From an optimization exercise on the open Yosys and OpenROAD flow, aimed at small area; shortcuts taken in it are not production practice. Power and IR drop assume default switching activity.

==> flow/design.v <==
package sha1_pkg;
  localparam int SHA1_WORD_W = 32;
  localparam int SHA1_BLK_W  = 512;
  localparam logic [7:0] SHA1_PAD_BYTE = 8'h80;
  localparam logic [31:0] SHA1_H0 = 32'h67452301;
  localparam logic [31:0] SHA1_H1 = 32'hEFCDAB89;
  localparam logic [31:0] SHA1_H2 = 32'h98BADCFE;
  localparam logic [31:0] SHA1_H3 = 32'h10325476;
  localparam logic [31:0] SHA1_H4 = 32'hC3D2E1F0;
  typedef enum logic {
    ACCUM = 1'b0,
    SEND  = 1'b1
  } sha1_pad_state_e;
endpackage
module sha1_pad_word
(
  input  logic [sha1_pkg::SHA1_WORD_W-1:0] in_data,
  input  logic [2:0]             nbytes,
  output logic [sha1_pkg::SHA1_WORD_W-1:0] out_word
);
  always_comb begin
    case (nbytes)
      3'd0:    out_word = {sha1_pkg::SHA1_PAD_BYTE, 24'h0};
      3'd1:    out_word = {in_data[31:24], sha1_pkg::SHA1_PAD_BYTE, 16'h0};
      3'd2:    out_word = {in_data[31:16], sha1_pkg::SHA1_PAD_BYTE, 8'h0};
      3'd3:    out_word = {in_data[31:8], sha1_pkg::SHA1_PAD_BYTE};
      default: out_word = in_data;
    endcase
  end
endmodule
module sha1_msg_pad
#(
  parameter int LEN_W = 23
) (
  input  logic                   clk,
  input  logic                   rst,
  input  logic [sha1_pkg::SHA1_WORD_W-1:0] in_data,
  input  logic                   in_vld,
  input  logic                   in_last,
  input  logic [2:0]             in_bytes,
  output logic                   in_rdy,
  output logic [sha1_pkg::SHA1_BLK_W-1:0]  blk_data,
  output logic                   blk_vld,
  input  logic                   blk_rdy,
  output logic                   blk_first,
  output logic                   blk_final
);
  localparam int BC_W = LEN_W - 3;
  logic               snd_q;             
  logic               fresh_q;           
  logic [BC_W-1:0]    bc_q, bc_d;        
  logic               pend_q;            
  logic               first_q;
  logic               final_q;
  logic [0:15][31:0]  w_q;
  logic               acc, xfer, full, start, fits, wcnt, mark;
  logic [3:0]         idx;
  logic [4:0]         pos;
  logic [2:0]         nb;
  logic [31:0]        padded, dat;
  logic [BC_W-1:0]    bc_base;
  logic [0:15][31:0]  w_d;
  logic [15:0]        wr, mk;
  logic               clr, len_sel;
  assign acc     = in_vld & ~snd_q;
  assign xfer    = blk_rdy & snd_q;
  assign bc_base = fresh_q ? '0 : bc_q;
  assign idx     = bc_base[5:2];                 
  assign start   = (idx == 4'd0);
  assign full    = in_bytes[2];                  
  assign nb      = full ? 3'd4 : in_bytes;
  assign pos     = {1'b0, idx} + {4'd0, full};
  assign fits    = (pos <= 5'd13);
  assign wcnt    = ~in_last | full;              
  assign mark    = (bc_q[5:0] == 6'd0);
  sha1_pad_word u_pad_word (
    .in_data  (in_data),
    .nbytes   (nb),
    .out_word (padded)
  );
  assign dat = in_last ? padded : in_data;
  always_comb begin
    bc_d = bc_q;
    if (acc) begin
      bc_d[BC_W-1:2] = bc_base[BC_W-1:2] + (BC_W-2)'(wcnt);
      bc_d[1:0]      = (in_last & ~full) ? in_bytes[1:0] : 2'd0;
    end
  end
  always_comb begin
    for (int i = 0; i < 16; i++) begin
      wr[i] = acc & (idx == 4'(i));
      mk[i] = acc & in_last & full & (pos == 5'(i));
    end
  end
  assign clr     = xfer | (acc & start);
  assign len_sel = xfer | (acc & in_last & fits);
  always_comb begin
    for (int i = 0; i < 16; i++)
      w_d[i] = (w_q[i] & {32{~clr}}) | (dat & {32{wr[i]}});
    for (int i = 1; i < 16; i++)
      w_d[i][31] = w_d[i][31] | mk[i];
    w_d[0][31] = w_d[0][31] | (xfer & mark);
    w_d[15][LEN_W-1:3] = w_d[15][LEN_W-1:3] | (bc_d & {(LEN_W-3){len_sel}});
  end
  always_ff @(posedge clk) begin
    w_q <= w_d;
    if (acc) bc_q <= bc_d;
  end
  always_ff @(posedge clk or posedge rst) begin
    if (rst) begin
      snd_q   <= 1'b0;
      fresh_q <= 1'b1;
      pend_q  <= 1'b0;
      first_q <= 1'b1;
      final_q <= 1'b0;
    end else if (acc) begin
      fresh_q <= 1'b0;
      if (in_last) begin
        snd_q   <= 1'b1;
        final_q <= fits;
        pend_q  <= ~fits;
      end else if (idx == 4'd15) begin
        snd_q   <= 1'b1;
        final_q <= 1'b0;
      end
    end else if (xfer) begin
      if (pend_q) begin
        final_q <= 1'b1;
        pend_q  <= 1'b0;
        first_q <= 1'b0;
      end else begin
        snd_q   <= 1'b0;
        first_q <= final_q;
        fresh_q <= final_q;
      end
    end
  end
  assign blk_data  = w_q;
  assign in_rdy    = ~snd_q;
  assign blk_vld   = snd_q;
  assign blk_first = first_q;
  assign blk_final = final_q;
endmodule
Settings: LEC_CHECK=0, ABC_AREA=1, CAP_MARGIN=20, CORE_MARGIN=2, CORE_UTILIZATION=65, SLEW_MARGIN=20; clock period 5.0 ns.
standard.sh (not shown) runs the stock make flow with config.mk's settings and CLKGATE_MAP_FILE= SYNTH_SCRIPT=/design/flow/synth_recipe.tcl, a recipe that flattens the netlist after the stock synthesis.
==> flow/flow/run.sh <==
#!/bin/bash
# Standard ORFS layout (the standard.sh), with two changes that affect only area:
#  - the port buffers are the smallest buffer cell (buf_1) instead of buffer_ports' default pick;
#  - CTS builds the clock tree from clkbuf_8 cells in clusters of at most 15 sinks within 60 um,
#    and inserts no dummy loads.
# The make output goes to standard_flow.log; each ORFS step writes its own log under orfs/logs.
set -euo pipefail
export BUFFER_PORTS_ARGS="-buffer_cell sky130_fd_sc_hd__buf_1"
export CTS_ARGS="-sink_clustering_enable -repair_clock_nets -dont_use_dummy_load -buf_list {sky130_fd_sc_hd__clkbuf_8} -sink_clustering_size 15 -sink_clustering_max_diameter 60"
bash standard.sh finish > standard_flow.log 2>&1
Then changed:
- ABC_AREA: 1 -> not set
- CORE_UTILIZATION: 65 -> 40
Core utilization drops by 28 points.
Setup slack gains 0.066 ns.
Register-to-register slack stays flat.
Routed wire length climbs by a few percent.
Via count drops by roughly a tenth.
Clock-buffer cell count climbs by 1.
Synthesized area climbs slightly.
First-iteration DRC count drops by a quarter to a third.
Clock skew drops by 0.045 ns.
Power drops by a few percent.
Function was not checked in any run of this note: the RTL went through the layout flow alone.

port drivers added, routing unchanged:
How much do the figures lean on ideal ports? The routed layouts below were timed once more, with nothing changed but the port constraints. Step 1 assumes that a clkbuf_16 drives the clock port and a buf_2 every other input. Step 2 moves the port delays by t, midway between the first and last clock arrival at a register: inputs arrive t later, outputs are due t later. That takes back most of the time a late clock gives input paths. Three values: ideal, step 1, step 2; two values: the first two.
run	t (ns)	setup slack, ns	worst setup path at the end	pins driven straight from the clock port
the first run	0.590	1.837 / 1.858 / 1.268	input to register	1
the second run	0.655	1.903 / 1.903 / 1.428	input to register	1
After both steps setup and hold are still met in every run listed. The setup slack of the first run, which loses most, moves by +0.021 ns with the drivers and by -0.569 ns with both steps.
